This design comes from an exercise in tuning for a short achievable clock period and few clock cycles per item on the open sky130 flow, not from production work.
Only simulation tests tie the RTL to the original design; equivalence was not proved.
Power and IR drop assume default switching activity.

<file path="constraint.sdc">
create_clock -name core_clock -period 8.0 [get_ports {clock}]
set_input_delay 1.6000 -clock core_clock [delete_from_list [all_inputs] [get_ports {clock}]]
set_output_delay 1.6000 -clock core_clock [all_outputs]
set_load 0.01 [all_outputs]
</file>
<file path="design.v">
package doaq_pkg;
   localparam int NUM_ALARMS_DEFAULT = 16;
   localparam int TIME_BITS_DEFAULT = 48;
   localparam int OP_W = 2;
   localparam int SLOT_W = 4;
   localparam int DELAY_W = 32;
   localparam int THRESH_W = 20;
   localparam int MODE_W = 2;
   localparam logic [THRESH_W-1:0] THRESH_RESET = 20'd3000;
   localparam logic [63:0] DELAY_MAX = 64'h0000_0000_FFFF_FFFF;
   localparam logic [OP_W-1:0] OP_SET = 2'd0;
   localparam logic [OP_W-1:0] OP_CANCEL = 2'd1;
   localparam logic [OP_W-1:0] OP_TICK = 2'd2;
   localparam logic KIND_STATUS = 1'b0;
   localparam logic KIND_FIRED = 1'b1;
   localparam logic [MODE_W-1:0] MODE_NONE = 2'd0;
   localparam logic [MODE_W-1:0] MODE_LOCK = 2'd1;
   localparam logic [MODE_W-1:0] MODE_ALARM = 2'd2;
   typedef enum logic [2:0] {
      ST_IDLE,
      ST_DROP,
      ST_INSERT,
      ST_FIRE,
      ST_STATUS
   } state_type;
   typedef struct packed {
      logic              drop;
      logic              compact;
      logic              pop;
      logic [SLOT_W-1:0] drop_slot;
   } cell_cmd_type;
endpackage
module doaq_cell #(
   parameter int TIME_BITS = doaq_pkg::TIME_BITS_DEFAULT
) (
   input  logic                        clock,
   input  logic                        reset,
   input  doaq_pkg::cell_cmd_type      cmd,
   input  logic                        tok_in_valid,
   input  logic [doaq_pkg::SLOT_W-1:0] tok_in_slot,
   input  logic [TIME_BITS-1:0]        tok_in_dl,
   input  logic                        left_hole,
   input  logic                        nb_valid,
   input  logic [doaq_pkg::SLOT_W-1:0] nb_slot,
   input  logic [TIME_BITS-1:0]        nb_dl,
   output logic                        ent_valid,
   output logic [doaq_pkg::SLOT_W-1:0] ent_slot,
   output logic [TIME_BITS-1:0]        ent_dl,
   output logic                        hole,
   output logic                        carry_busy,
   output logic                        tok_out_valid,
   output logic [doaq_pkg::SLOT_W-1:0] tok_out_slot,
   output logic [TIME_BITS-1:0]        tok_out_dl
);
   logic                        valid_ff, valid_in;
   logic [doaq_pkg::SLOT_W-1:0] slot_ff, slot_in;
   logic [TIME_BITS-1:0]        dl_ff, dl_in;
   logic                        hole_ff, hole_in;
   logic                        carry_valid_ff, carry_valid_in;
   logic [doaq_pkg::SLOT_W-1:0] carry_slot_ff, carry_slot_in;
   logic [TIME_BITS-1:0]        carry_dl_ff, carry_dl_in;
   assign carry_valid_in = tok_in_valid;
   assign carry_slot_in = tok_in_slot;
   assign carry_dl_in = tok_in_dl;
   always_comb begin
      valid_in = valid_ff;
      slot_in = slot_ff;
      dl_in = dl_ff;
      hole_in = hole_ff;
      tok_out_valid = 1'b0;
      tok_out_slot = carry_slot_ff;
      tok_out_dl = carry_dl_ff;
      priority if (carry_valid_ff) begin
         if (!valid_ff) begin
            valid_in = 1'b1;
            slot_in = carry_slot_ff;
            dl_in = carry_dl_ff;
         end else begin
            tok_out_valid = 1'b1;
            if (carry_dl_ff <= dl_ff) begin
               slot_in = carry_slot_ff;
               dl_in = carry_dl_ff;
               tok_out_slot = slot_ff;
               tok_out_dl = dl_ff;
            end
         end
      end else if (cmd.drop) begin
         if (valid_ff && (slot_ff == cmd.drop_slot)) begin
            valid_in = 1'b0;
            hole_in = 1'b1;
         end
      end else if (cmd.compact) begin
         if (hole_ff) begin
            hole_in = 1'b0;
            if (nb_valid) begin
               valid_in = 1'b1;
               slot_in = nb_slot;
               dl_in = nb_dl;
            end
         end else if (left_hole && valid_ff) begin
            valid_in = 1'b0;
            hole_in = 1'b1;
         end
      end else if (cmd.pop) begin
         valid_in = nb_valid;
         slot_in = nb_slot;
         dl_in = nb_dl;
      end else begin
         hole_in = hole_ff;
      end
   end
   always_ff @(posedge clock) begin
      if (reset) begin
         valid_ff <= 1'b0;
         hole_ff <= 1'b0;
         carry_valid_ff <= 1'b0;
      end else begin
         valid_ff <= valid_in;
         hole_ff <= hole_in;
         carry_valid_ff <= carry_valid_in;
      end
   end
   always_ff @(posedge clock) begin
      slot_ff <= slot_in;
      dl_ff <= dl_in;
      carry_slot_ff <= carry_slot_in;
      carry_dl_ff <= carry_dl_in;
   end
   assign ent_valid = valid_ff;
   assign ent_slot = slot_ff;
   assign ent_dl = dl_ff;
   assign hole = hole_ff;
   assign carry_busy = carry_valid_ff;
endmodule
module deadline_ordered_alarm_queue #(
   parameter int NUM_ALARMS = doaq_pkg::NUM_ALARMS_DEFAULT,
   parameter int TIME_BITS = doaq_pkg::TIME_BITS_DEFAULT
) (
   input  logic                          clock,
   input  logic                          reset,
   input  logic                          start,
   output logic                          busy,
   input  logic [doaq_pkg::OP_W-1:0]     req_op,
   input  logic [doaq_pkg::SLOT_W-1:0]   req_alarm_slot,
   input  logic [doaq_pkg::DELAY_W-1:0]  req_delay_ms,
   input  logic                          csr_wr_en,
   input  logic [doaq_pkg::THRESH_W-1:0] csr_wr_data,
   output logic                          rsp_valid,
   output logic                          rsp_kind,
   output logic [doaq_pkg::SLOT_W-1:0]   rsp_slot_out,
   output logic [doaq_pkg::MODE_W-1:0]   rsp_wake_mode,
   output logic [doaq_pkg::DELAY_W-1:0]  rsp_next_delay_ms,
   output logic                          rsp_last
);
   doaq_pkg::state_type state_ff, state_in;
   logic [TIME_BITS-1:0]                time_ff, time_in;
   logic [doaq_pkg::THRESH_W-1:0]       thresh_ff, thresh_in;
   logic [doaq_pkg::SLOT_W-1:0]         new_slot_ff, new_slot_in;
   logic [TIME_BITS-1:0]                new_dl_ff, new_dl_in;
   logic                                new_set_ff, new_set_in;
   logic                                rsp_valid_ff, rsp_valid_in;
   logic                                rsp_kind_ff, rsp_kind_in;
   logic [doaq_pkg::SLOT_W-1:0]         rsp_slot_ff, rsp_slot_in;
   logic [doaq_pkg::MODE_W-1:0]         rsp_mode_ff, rsp_mode_in;
   logic [doaq_pkg::DELAY_W-1:0]        rsp_delay_ff, rsp_delay_in;
   logic                                rsp_last_ff, rsp_last_in;
   doaq_pkg::cell_cmd_type              cmd;
   logic                                inject;
   logic [NUM_ALARMS-1:0]               ent_valid_vec;
   logic [doaq_pkg::SLOT_W-1:0]         ent_slot [NUM_ALARMS];
   logic [TIME_BITS-1:0]                ent_dl [NUM_ALARMS];
   logic [NUM_ALARMS-1:0]               hole_vec;
   logic [NUM_ALARMS-1:0]               carry_vec;
   logic [NUM_ALARMS-1:0]               left_hole_vec;
   logic [NUM_ALARMS-1:0]               nb_valid_vec;
   logic [doaq_pkg::SLOT_W-1:0]         nb_slot [NUM_ALARMS];
   logic [TIME_BITS-1:0]                nb_dl [NUM_ALARMS];
   logic [NUM_ALARMS:0]                 tok_valid;
   logic [doaq_pkg::SLOT_W-1:0]         tok_slot [NUM_ALARMS+1];
   logic [TIME_BITS-1:0]                tok_dl [NUM_ALARMS+1];
   logic                                accept;
   logic                                in_range;
   logic                                drop_req;
   logic                                any_hole;
   logic                                any_carry;
   logic                                fire_due;
   logic [TIME_BITS:0]                  dl_sum;
   logic [TIME_BITS-1:0]                head_rem;
   logic                                head_sat;
   logic                                head_lock;
   assign busy = (state_ff != doaq_pkg::ST_IDLE);
   assign accept = start && !busy;
   assign in_range = (int'(req_alarm_slot) < NUM_ALARMS);
   assign drop_req = ((req_op == doaq_pkg::OP_SET) || (req_op == doaq_pkg::OP_CANCEL))
                     && in_range;
   assign any_hole = |hole_vec;
   assign any_carry = |carry_vec;
   assign fire_due = ent_valid_vec[0] && (ent_dl[0] <= time_ff);
   assign dl_sum = (TIME_BITS+1)'(time_ff) + (TIME_BITS+1)'(req_delay_ms);
   assign head_rem = (ent_dl[0] > time_ff) ? (ent_dl[0] - time_ff) : '0;
   assign head_sat = (head_rem > TIME_BITS'(doaq_pkg::DELAY_MAX));
   assign head_lock = (head_rem < TIME_BITS'(thresh_ff));
   assign left_hole_vec = {hole_vec[NUM_ALARMS-2:0], 1'b0};
   assign nb_valid_vec = {1'b0, ent_valid_vec[NUM_ALARMS-1:1]};
   assign tok_valid[0] = inject;
   assign tok_slot[0] = new_slot_ff;
   assign tok_dl[0] = new_dl_ff;
   for (genvar i = 0; i < NUM_ALARMS; i++) begin : g_cell
      if (i == NUM_ALARMS - 1) begin : g_tail
         assign nb_slot[i] = '0;
         assign nb_dl[i] = '0;
      end else begin : g_body
         assign nb_slot[i] = ent_slot[i+1];
         assign nb_dl[i] = ent_dl[i+1];
      end
      doaq_cell #(
         .TIME_BITS(TIME_BITS)
      ) u_cell (
         .clock        (clock),
         .reset        (reset),
         .cmd          (cmd),
         .tok_in_valid (tok_valid[i]),
         .tok_in_slot  (tok_slot[i]),
         .tok_in_dl    (tok_dl[i]),
         .left_hole    (left_hole_vec[i]),
         .nb_valid     (nb_valid_vec[i]),
         .nb_slot      (nb_slot[i]),
         .nb_dl        (nb_dl[i]),
         .ent_valid    (ent_valid_vec[i]),
         .ent_slot     (ent_slot[i]),
         .ent_dl       (ent_dl[i]),
         .hole         (hole_vec[i]),
         .carry_busy   (carry_vec[i]),
         .tok_out_valid(tok_valid[i+1]),
         .tok_out_slot (tok_slot[i+1]),
         .tok_out_dl   (tok_dl[i+1])
      );
   end
   always_comb begin
      state_in = state_ff;
      unique case (state_ff)
         doaq_pkg::ST_IDLE: begin
            if (accept) begin
               priority if (drop_req) begin
                  state_in = doaq_pkg::ST_DROP;
               end else if (req_op == doaq_pkg::OP_TICK) begin
                  state_in = doaq_pkg::ST_FIRE;
               end else begin
                  state_in = doaq_pkg::ST_STATUS;
               end
            end
         end
         doaq_pkg::ST_DROP: begin
            if (!any_hole) begin
               state_in = new_set_ff ? doaq_pkg::ST_INSERT : doaq_pkg::ST_STATUS;
            end
         end
         doaq_pkg::ST_INSERT: begin
            if (!any_carry) begin
               state_in = doaq_pkg::ST_STATUS;
            end
         end
         doaq_pkg::ST_FIRE: begin
            if (!fire_due) begin
               state_in = doaq_pkg::ST_STATUS;
            end
         end
         doaq_pkg::ST_STATUS: begin
            state_in = doaq_pkg::ST_IDLE;
         end
         default: begin
            state_in = doaq_pkg::ST_IDLE;
         end
      endcase
   end
   always_comb begin
      cmd = '0;
      cmd.drop_slot = req_alarm_slot;
      inject = 1'b0;
      rsp_valid_in = 1'b0;
      rsp_kind_in = doaq_pkg::KIND_STATUS;
      rsp_slot_in = ent_slot[0];
      rsp_mode_in = doaq_pkg::MODE_NONE;
      rsp_delay_in = '0;
      rsp_last_in = 1'b0;
      unique case (state_ff)
         doaq_pkg::ST_IDLE: begin
            cmd.drop = accept && drop_req;
         end
         doaq_pkg::ST_DROP: begin
            cmd.compact = 1'b1;
            inject = !any_hole && new_set_ff;
         end
         doaq_pkg::ST_INSERT: begin
            inject = 1'b0;
         end
         doaq_pkg::ST_FIRE: begin
            if (fire_due) begin
               cmd.pop = 1'b1;
               rsp_valid_in = 1'b1;
               rsp_kind_in = doaq_pkg::KIND_FIRED;
            end
         end
         doaq_pkg::ST_STATUS: begin
            rsp_valid_in = 1'b1;
            rsp_last_in = 1'b1;
            if (ent_valid_vec[0]) begin
               rsp_mode_in = head_lock ? doaq_pkg::MODE_LOCK : doaq_pkg::MODE_ALARM;
               rsp_delay_in = head_sat ? '1 : head_rem[doaq_pkg::DELAY_W-1:0];
            end else begin
               rsp_slot_in = '0;
            end
         end
         default: begin
            inject = 1'b0;
         end
      endcase
   end
   always_comb begin
      time_in = time_ff;
      if (accept && (req_op == doaq_pkg::OP_TICK) && (time_ff != '1)) begin
         time_in = time_ff + 1'b1;
      end
      thresh_in = csr_wr_en ? csr_wr_data : thresh_ff;
      new_slot_in = accept ? req_alarm_slot : new_slot_ff;
      new_dl_in = new_dl_ff;
      new_set_in = new_set_ff;
      if (accept) begin
         new_dl_in = dl_sum[TIME_BITS] ? '1 : dl_sum[TIME_BITS-1:0];
         new_set_in = (req_op == doaq_pkg::OP_SET);
      end
   end
   always_ff @(posedge clock) begin
      if (reset) begin
         state_ff <= doaq_pkg::ST_IDLE;
         time_ff <= '0;
         thresh_ff <= doaq_pkg::THRESH_RESET;
         new_set_ff <= 1'b0;
         rsp_valid_ff <= 1'b0;
      end else begin
         state_ff <= state_in;
         time_ff <= time_in;
         thresh_ff <= thresh_in;
         new_set_ff <= new_set_in;
         rsp_valid_ff <= rsp_valid_in;
      end
   end
   always_ff @(posedge clock) begin
      new_slot_ff <= new_slot_in;
      new_dl_ff <= new_dl_in;
      rsp_kind_ff <= rsp_kind_in;
      rsp_slot_ff <= rsp_slot_in;
      rsp_mode_ff <= rsp_mode_in;
      rsp_delay_ff <= rsp_delay_in;
      rsp_last_ff <= rsp_last_in;
   end
   assign rsp_valid = rsp_valid_ff;
   assign rsp_kind = rsp_kind_ff;
   assign rsp_slot_out = rsp_slot_ff;
   assign rsp_wake_mode = rsp_mode_ff;
   assign rsp_next_delay_ms = rsp_delay_ff;
   assign rsp_last = rsp_last_ff;
endmodule
</file>
<file path="config.mk">
export PLATFORM = sky130hd
export DESIGN_NAME = deadline_ordered_alarm_queue
export DESIGN_NICKNAME = deadline_ordered_alarm_queue
export VERILOG_FILES = /design/flow/design.v
export SDC_FILE = /design/flow/constraint.sdc
export NUM_CORES = 4
export LEC_CHECK = 0
export CAP_MARGIN = 20
export CORE_MARGIN = 2
export CORE_UTILIZATION = 40
export SLEW_MARGIN = 20
</file>
<file path="run.sh">
#!/bin/bash
# synth_recipe.tcl (not shown) runs the flow's synth.tcl, then flattens the netlist and writes it again
# the make line also repeats each setting of config.mk as NAME=value (left out here)
make -C /OpenROAD-flow-scripts/flow DESIGN_CONFIG=/design/flow/config.mk WORK_HOME=/design/flow/orfs CLKGATE_MAP_FILE= SYNTH_SCRIPT=/design/flow/synth_recipe.tcl finish
</file>
==> results.cfg <==
[power]
total_power_mw = 26.0
power_frac_seq_pct = 48.6
p_per_area_nw_per_um2 = 246
net-switching-power_mw = 7.36
clkPwrFrac_pct = 35.7
power.leakage_nw = 42.9
ir_worst_vdd_mv = 0.203
switching_share_pct = 28.3
cell_internal_pwr_mw = 18.6
p_comb_share_pct = 15.6

[yosys]
netlist_instances = 9174
async_flop_share_pct = 0
synth-edff-count = 884
synth_area_leaders = edfxtp_1 28%, dfxtp_1 21%, ha_1 11%
synth_seq_area_share_pct = 48.8
synthFlopType = dfxtp_1
synth_top_area_share_pct = 27.9
ys_ff_latch = 1877
yosysWarnings = 12
synth.lib_cells_used.distinct = 86
postSynthNetCount = 10100
syn_area_um2 = 95100
postSynthAreaPerCell_um2 = 10.4
synth_top_area_cell = edfxtp_1

[critical_path]
endpoint_kind = register
worstReg2RegStart = time_ff[32]
cp-startpoint = time_ff[32]
slowest_delay_ns = 0.64
cp_top_family = simple AND/OR/NAND/NOR gates
path_buf_inv = 1
reg2reg_to = rsp_mode_ff[0]
crit_path_max_fanout = 21
worstSetupStartpointType = register
critPathKind = register to register
crit_chain = inv_1 > ha_1 > nand4_1 > or2_2 > nor3_1 > o31ai_1 > nand3_1 > nand2_1 > nor2_1 > ha_1 > a21o_1 > a21o_1 > a21oi_1 > o211ai_1 > a311oi_1 > nand3_1 > o21ai_0 > and3_1 > nand3_1 > o21ai_0
cpMaxStageDelayCell = nor3_1
worst-endpoint-arrival_ns = 6.95
reg2regPathDepth = 20
crit_top_cell = nand3_1
worst_ep_required_time_ns = 8.76
r2r_slack_ns = 1.81

[worst_hold_path]
min_path_cells = 0
min-delay-start = new_dl_ff[19]
hold_path_class = register to register
min_to = g_cell[0].u_cell.carry_dl_ff[19]

[status]
status = finished clean

[placement]
dp_hpwl_um = 188000
placedInstanceArea_um2 = 99300
port_buffers = 103
placedCellCount = 12100
dp_slack_ns = 1.64
globalplace.congestion = 0.935

[clocking]
cts_resized = 0
post_cts_buffers = 0
clk_latency_ns = 0.86
cts_hold_buf = 0
cts.sinks = 1877
htreeDepth = 4
cts_root_buffer = clkbuf_16
cts_buffers = 195
cts_tree = done
clockBufferDepth = 3
clk_pin_slew_ns = 0.06

[timing]
slew_headroom_pct = 15.4
finalCritPeriodShare_pct = 77.4
fin_crit_ns = 6.19
slew_violations = 0
fin_setup_tns_ns = 0
setup_viol = 0
fmax_mhz = 162
fin_ws_ns = 1.81
worst-slew-pin-transition_ns = 1.26
rsz0062_at_grt = false
hold_violations = 0
skew_ns = 0.0369
whs_ns = 0.340

[global_route]
grt_pass1_vias = 67600
antenna_found_initial = 2
met3_usage_pct = 2.50
grt_pass1_wl_um = 395000
grtUsageMet2_pct = 34.9
grt_max_degree = 101
grt.total_usage_pct = 20.4
gr-total-overflow = 0
use_met1_pct = 26.4
top_usage_layer = met2

[cells_and_area]
drive_gt1_share_pct = 13.8
final_common_cell = nand2_1
final_area_um2 = 106000
syn2layout_area_growth_pct = 11.3
final_cell_mix = 1064 x nand2_1, 978 x dfxtp_1, 926 x o21ai_0
nNetsFinal = 10100
layout.cells.non_filler = 12500
nFillCells = 22200
utilization_pct = 44.9

[route]
drt_iter0_drc = 4315
routed_via_density = 5.31
wire_per_inst_um = 20.1
via_count = 66300
ant_nets = 0
drc = 0
drt_wl_total_um = 251000
dr.pass1.iters = 6

[die]
die_w_um = 492
die_y_um = 492
design.die.area_um2 = 242000
core_area_um2 = 236000
start_util_pct = 40.3
placementRows = 178
io_pins = 104

[flow_run]
drv_cap = 0
==> cells in the mapped netlist, drive strengths merged, types with 201 or more instances <==
library cell and n:
edfxtp 884, nand2 1065, nand4 201, a21oi 329, a21o 300, ha 868
dfxtp 993, inv 899, o21ai 928, mux2 803, clkbuf 341, nor2 284
==> cell type report <==
type                       instances  area (um2)  share of cell area (%)
multi-input combinational       6009       44000                    41.6
sequential                      1877       46400                    43.9
inverter                         899        3370                    3.19
timing repair buffer             173        1550                    1.46
clock inverter                   101        1020                   0.963
tap                             3150        3940                    3.72
clock buffer                     268        5530                    5.22
antenna                            1        2.50                 0.00236
==> power groups by stage <==
stage	clock network, mW	logic, mW	registers [mW]
floorplan	0	3.01	12.2
global placement	0	3.90	12.8
detailed placement	0	4.02	12.8
CTS	9.48	4.09	12.7
global route	9.84	4.60	12.8
finish	9.30	4.06	12.7
==> state kept, by name, indices dropped and copies added (netlist names), 2 cells and up <==
register,count
g_cell.u_cell.hole_ff,16
new_dl_ff,48
new_slot_ff,4
g_cell.u_cell.valid_ff,16
g_cell.u_cell.dl_ff,768
g_cell.u_cell.carry_valid_ff,16
g_cell.u_cell.carry_dl_ff,768
rsp_mode_ff,2
rsp_delay_ff,32
state_ff,3
g_cell.u_cell.carry_slot_ff,64
rsp_slot_ff,4
thresh_ff,20
g_cell.u_cell.slot_ff,64
time_ff,48
==> per-layer routing <==
metal / up-vias / routed length (um)
met4: 2 / 9520
met3: 402 / 8310
li1: 32700 / -
met5: - / 13
met1: 32000 / 113000
met2: 1185 / 121000
==> cells by family (layout without fill, tap and decap cells) <==
logic type	count (synthesis)	count (layout)	share of synthesized area (%)
compound gates	2043	2043	13.1
xor+xnor	175	175	1.61
mux	834	834	9.84
flops	1877	1877	48.8
other cells	0	1	0
buf+inv	1288	1441	5.19
simple gates	2087	2087	10.0
fa+ha+maj	870	870	11.5
==> worst reg2reg max path, stage by stage, from the launching register on <==
cell      delay [ns]
dfxtp_1         0.61
inv_1           0.19
ha_1            0.57
nand4_1         0.20
or2_2           0.35
nor3_1          0.64
o31ai_1         0.25
nand3_1         0.31
nand2_1         0.51
nor2_1          0.25
ha_1            0.27
a21o_1          0.18
a21o_1          0.17
a21oi_1         0.15
o211ai_1        0.13
a311oi_1        0.37
nand3_1         0.11
o21ai_0         0.38
and3_1          0.23
nand3_1         0.07
o21ai_0         0.15
==> how the worst max path moves through the flow <==
stage                          end  depth (start not counted)
global route        rsp_mode_ff[0]                         20
global placement     new_dl_ff[28]                         15
floorplan              time_ff[40]                         10
CTS                 rsp_mode_ff[0]                         20
finish              rsp_mode_ff[0]                         20
detailed placement   new_dl_ff[43]                         12
Testbench counts, summed over its fixed seeds: cycles 102,754, requests 12,016.

==> re-timing with driven ports <==
The flow's constraints put no driver on any port. The routed layout listed below was extracted and timed again, unchanged, in two steps. Step 1 sets driving cells, clkbuf_16 on the clock port and buf_2 on the other inputs (assumed; they add their load-dependent delay and slew). Step 2, shift: input delay + t, output delay - t, t = (earliest + latest rising clock arrival at the registers) / 2. This alone moves slack from input paths to output paths. Three values: ideal ports, drivers, drivers and shift; two values: the first two.
t (ns): 0.928
setup slack, ns: 1.808 / 1.808 / 1.482
clock arrival spread, ns: 0.037 / 0.038
worst data-port slew with drivers (ns): 0.11
cell pins on the clock port's net: 1
After both steps setup and hold are still met in this run. The setup slack of this run moves by 0.000 ns with the drivers and by -0.326 ns with both steps.
